What follows belongs to an exercise in optimizing a design on an open flow for small area; a production flow would make more cautious choices. Only simulation tests tie the RTL to the original design; equivalence was not proved. Power figures rest on the tool's default switching activity, not on a simulated workload.

==> flow/design.v (excerpt) <==
module branch_predictor
#(
  parameter int BP_ENTRIES = branch_predictor_pkg::BP_DEFAULT_ENTRIES
) (
  input  logic        clk,
  input  logic        rst_n,
  input  logic [31:0] if_pc,
  output logic        pred_taken,
  output logic [31:0] pred_target,
  input  logic        upd_valid,
  input  logic [31:0] upd_pc,
  input  logic        upd_taken,
  input  logic [31:0] upd_target,
  input  logic        upd_pred_taken,
  input  logic [31:0] upd_pred_target,
  output logic        redirect_valid,
  output logic [31:0] redirect_pc,
  output logic [31:0] stat_branches,
  output logic [31:0] stat_mispredicts
);
Settings: LEC_CHECK=0, ABC_AREA=1, CAP_MARGIN=10, CORE_MARGIN=2, CORE_UTILIZATION=55, SETUP_SLACK_MARGIN=0.2, SLEW_MARGIN=10; clock period 9.0 ns.
standard.sh (not shown) runs the stock make flow with config.mk's settings and CLKGATE_MAP_FILE= SYNTH_SCRIPT=/design/flow/synth_recipe.tcl, a recipe that flattens the netlist after the stock synthesis.
==> flow/flow/run.sh <==
#!/bin/bash
# Own layout flow: the standard flow, with three changes that only affect
# how the layout is built:
#  1. synthesis uses an area-oriented ABC mapping script (flow/abc_area.script)
#     in place of ORFS's; everything before ABC (incl. flip-flop mapping) and
#     after it is ORFS's/the standard synthesis, so registers are unchanged;
#  2. port buffers are sky130_fd_sc_hd__buf_1 instead of the default choice;
#  3. CTS uses smaller clock buffers, larger sink clusters and no dummy loads.
set -euo pipefail
W=$(pwd)
rm -rf "$W/scripts_area"
cp -r "$FLOW_HOME/scripts" "$W/scripts_area"
cp "$W/flow/abc_area.script" "$W/scripts_area/abc_area.script"
SCRIPTS_DIR="$W/scripts_area" bash "$W/standard.sh" synth > "$W/synth.log" 2>&1
export BUFFER_PORTS_ARGS="-buffer_cell sky130_fd_sc_hd__buf_1"
export CTS_ARGS="-sink_clustering_enable -repair_clock_nets -dont_use_dummy_load -buf_list sky130_fd_sc_hd__clkbuf_16 -sink_clustering_size 20 -sink_clustering_max_diameter 60"
bash "$W/standard.sh" > "$W/layout.log" 2>&1
==> flow/flow/abc_area.script <==
strash
ifraig
dc2
strash
&get -n
&st
&dch -f
&nf -a -F 5 -A 5
&put
==> next run, changes <==
--- a/flow/flow/run.sh
+++ b/flow/flow/run.sh
@@ -14,4 +14,4 @@
 SCRIPTS_DIR="$W/scripts_area" bash "$W/standard.sh" synth > "$W/synth.log" 2>&1
 export BUFFER_PORTS_ARGS="-buffer_cell sky130_fd_sc_hd__buf_1"
-export CTS_ARGS="-sink_clustering_enable -repair_clock_nets -dont_use_dummy_load -buf_list sky130_fd_sc_hd__clkbuf_16 -sink_clustering_size 20 -sink_clustering_max_diameter 60"
+export CTS_ARGS="-sink_clustering_enable -repair_clock_nets -dont_use_dummy_load -root_buf sky130_fd_sc_hd__clkbuf_16 -buf_list sky130_fd_sc_hd__clkbuf_8 -sink_clustering_size 14 -sink_clustering_max_diameter 50"
 bash "$W/standard.sh" > "$W/layout.log" 2>&1
- CAP_MARGIN: 10 -> 20
- SLEW_MARGIN: 10 -> 20
After rerunning:
- The changed run ran to the end with no violations
- clock skew went down by 0.0047 ns
- total power came out lower by a few percent
- via count grows slightly
- fmax shrinks slightly
- sequential share of layout area increases by 0.29 points
- setup slack got worse by 0.15 ns
- combinational power stays flat
- sequential cell count is unchanged
- final area fell slightly
- register-to-register slack gets better by 0.10 ns

---

The RTL this note starts from:
==> flow/design.v <==
package branch_predictor_pkg;
  localparam int BP_cnt_len = 2;
  localparam int BP_DEFAULT_ENTRIES = 16;
  typedef enum logic [BP_cnt_len-1:0] {
    BP_SN = 2'b00,
    BP_WN = 2'b01,
    BP_WT = 2'b10,
    BP_ST = 2'b11
  } bp_cnt_e;
endpackage
module bp_sat_counter (
  input  logic [branch_predictor_pkg::BP_cnt_len-1:0] cnt,
  input  logic                                        taken,
  output logic [branch_predictor_pkg::BP_cnt_len-1:0] cnt_next
);
  always_comb begin
    cnt_next = cnt;
    if (taken) begin
      if (cnt != branch_predictor_pkg::BP_ST) cnt_next = cnt + 2'd1;
    end else begin
      if (cnt != branch_predictor_pkg::BP_SN) cnt_next = cnt - 2'd1;
    end
  end
endmodule
module branch_predictor
#(
  parameter int BP_ENTRIES = branch_predictor_pkg::BP_DEFAULT_ENTRIES
) (
  input  logic        clk,
  input  logic        rst_n,
  input  logic [31:0] if_pc,
  output logic        pred_taken,
  output logic [31:0] pred_target,
  input  logic        upd_valid,
  input  logic [31:0] upd_pc,
  input  logic        upd_taken,
  input  logic [31:0] upd_target,
  input  logic        upd_pred_taken,
  input  logic [31:0] upd_pred_target,
  output logic        redirect_valid,
  output logic [31:0] redirect_pc,
  output logic [31:0] stat_branches,
  output logic [31:0] stat_mispredicts
);
  localparam int IDX   = $clog2(BP_ENTRIES);
  localparam int TAG_W = 30 - IDX;
  logic             valid_q  [BP_ENTRIES];
  logic             c1_q     [BP_ENTRIES];    
  logic             c0_q     [BP_ENTRIES];    
  logic [TAG_W-1:0] tag_q    [BP_ENTRIES];
  logic [31:0]      target_q [BP_ENTRIES];
  logic [IDX-1:0]   rd_idx;
  logic [TAG_W-1:0] rd_tag;
  logic [IDX-1:0]   up_idx;
  logic [TAG_W-1:0] up_tag;
  logic             up_hit;
  logic             mispredict_p0;
  logic             unused_pc_lsbs;
  assign unused_pc_lsbs = &{1'b0, if_pc[1:0]};
  assign rd_idx = if_pc[IDX+1:2];
  assign rd_tag = if_pc[31:IDX+2];
  assign up_idx = upd_pc[IDX+1:2];
  assign up_tag = upd_pc[31:IDX+2];
  assign pred_taken  = c1_q[rd_idx] && (tag_q[rd_idx] == rd_tag);
  assign pred_target = pred_taken ? target_q[rd_idx] : 32'd0;
  assign up_hit        = valid_q[up_idx] && (tag_q[up_idx] == up_tag);
  assign mispredict_p0 = upd_valid &&
                         ((upd_taken != upd_pred_taken) ||
                          (upd_taken && (upd_target != upd_pred_target)));
  logic [1:0] up_cnt, up_cnt_next, wr_cnt_val;
  assign up_cnt = {c1_q[up_idx], c0_q[up_idx]};
  bp_sat_counter u_sat_counter (
    .cnt      (up_cnt),
    .taken    (upd_taken),
    .cnt_next (up_cnt_next)
  );
  assign wr_cnt_val = up_hit ? up_cnt_next : 2'b10;
  for (genvar i = 0; i < BP_ENTRIES; i++) begin : g_ent
    logic sel, wr_tt, wr_cnt;
    assign sel    = upd_valid && (up_idx == i[IDX-1:0]);
    assign wr_tt  = sel && upd_taken;
    assign wr_cnt = sel && (up_hit || upd_taken);
    always_ff @(posedge clk or negedge rst_n) begin
      if (!rst_n) begin
        valid_q[i] <= 1'b0;
        c1_q[i]    <= 1'b0;
      end else begin
        if (wr_tt) valid_q[i] <= 1'b1;
        if (wr_cnt) c1_q[i] <= wr_cnt_val[1];
      end
    end
    always_ff @(posedge clk) begin
      if (wr_cnt) c0_q[i] <= wr_cnt_val[0];
      if (wr_tt) begin
        tag_q[i]    <= up_tag;
        target_q[i] <= upd_target;
      end
    end
  end
  always_ff @(posedge clk or negedge rst_n) begin
    if (!rst_n) begin
      redirect_valid <= 1'b0;
      redirect_pc    <= 32'd0;
    end else begin
      redirect_valid <= mispredict_p0;
      if (mispredict_p0)
        redirect_pc <= upd_taken ? upd_target : {upd_pc[31:3] + 29'd1, upd_pc[2:0]};
    end
  end
  always_ff @(posedge clk or negedge rst_n) begin
    if (!rst_n) begin
      stat_branches    <= 32'd0;
      stat_mispredicts <= 32'd0;
    end else begin
      if (upd_valid && !(&stat_branches))       stat_branches    <= stat_branches + 32'd1;
      if (mispredict_p0 && !(&stat_mispredicts)) stat_mispredicts <= stat_mispredicts + 32'd1;
    end
  end
endmodule
clock: 9.0 ns
lec_check: 0
abc_area: 1
cap_margin: 20
core_margin: 2
core_utilization: 55
setup_slack_margin: 0.2
slew_margin: 20
==> flow/flow/run.sh <==
#!/bin/bash
# Own layout flow: the standard flow, with three changes that only affect
# how the layout is built:
#  1. synthesis uses an area-oriented ABC mapping script (flow/abc_area.script)
#     in place of ORFS's; everything before ABC (incl. flip-flop mapping) and
#     after it is ORFS's/the standard synthesis, so registers are unchanged;
#  2. port buffers are sky130_fd_sc_hd__buf_1 instead of the default choice;
#  3. CTS uses smaller clock buffers, larger sink clusters and no dummy loads.
set -euo pipefail
W=$(pwd)
rm -rf "$W/scripts_area"
cp -r "$FLOW_HOME/scripts" "$W/scripts_area"
cp "$W/flow/abc_area.script" "$W/scripts_area/abc_area.script"
SCRIPTS_DIR="$W/scripts_area" bash "$W/standard.sh" synth > "$W/synth.log" 2>&1
export BUFFER_PORTS_ARGS="-buffer_cell sky130_fd_sc_hd__buf_1"
export CTS_ARGS="-sink_clustering_enable -repair_clock_nets -dont_use_dummy_load -root_buf sky130_fd_sc_hd__clkbuf_16 -buf_list sky130_fd_sc_hd__clkbuf_8 -sink_clustering_size 18 -sink_clustering_max_diameter 80"
bash "$W/standard.sh" > "$W/layout.log" 2>&1
Scripts as last shown in full above: flow/flow/abc_area.script
Change:
--- a/flow/flow/run.sh
+++ b/flow/flow/run.sh
@@ -14,4 +14,4 @@
 SCRIPTS_DIR="$W/scripts_area" bash "$W/standard.sh" synth > "$W/synth.log" 2>&1
 export BUFFER_PORTS_ARGS="-buffer_cell sky130_fd_sc_hd__buf_1"
-export CTS_ARGS="-sink_clustering_enable -repair_clock_nets -dont_use_dummy_load -root_buf sky130_fd_sc_hd__clkbuf_16 -buf_list sky130_fd_sc_hd__clkbuf_8 -sink_clustering_size 18 -sink_clustering_max_diameter 80"
+export CTS_ARGS="-sink_clustering_enable -repair_clock_nets -dont_use_dummy_load -root_buf sky130_fd_sc_hd__clkbuf_16 -buf_list sky130_fd_sc_hd__clkbuf_8 -sink_clustering_size 14 -sink_clustering_max_diameter 50"
 bash "$W/standard.sh" > "$W/layout.log" 2>&1
=>
- The changed run passed the timing, DRC and antenna checks
- setup slack improves by 4.0 ps
- non-clock buffer count is unchanged
- wire length is higher by 0.51%

afterwards: timing with drivers on the ports:
Ports are ideal in the flow. The routed layouts listed here were re-timed in OpenROAD. Step 1 sets driving cells, clkbuf_16 on the clock port and buf_2 on the other inputs (assumed; they add their load-dependent delay and slew). Step 2 also shifts input and output timing later by t, the mid clock arrival at the registers, as if the neighbouring blocks saw the same clock. Three values: ideal, step 1, step 2; two values: the first two.
| run | t (ns) | setup slack, ns | worst setup path after step 2 | latest minus earliest clock arrival (ns) |
|---|---|---|---|---|
| the first run of note 1 | 0.693 | 0.456 / 0.344 / 0.344 | input to output | 0.064 / 0.064 |
| the second run of note 1 | 0.696 | 0.307 / 0.191 / 0.191 | input to output | 0.064 / 0.064 |
| the first run of note 2 | 0.672 | 0.681 / 0.568 / 0.568 | input to output | 0.053 / 0.054 |
| the second run of note 2 | 0.686 | 0.685 / 0.568 / 0.568 | input to output | 0.073 / 0.073 |
After both steps setup and hold are still met in every run listed. The setup slack of the second run of note 2, which loses most, moves by -0.117 ns with the drivers and by -0.117 ns with both steps.
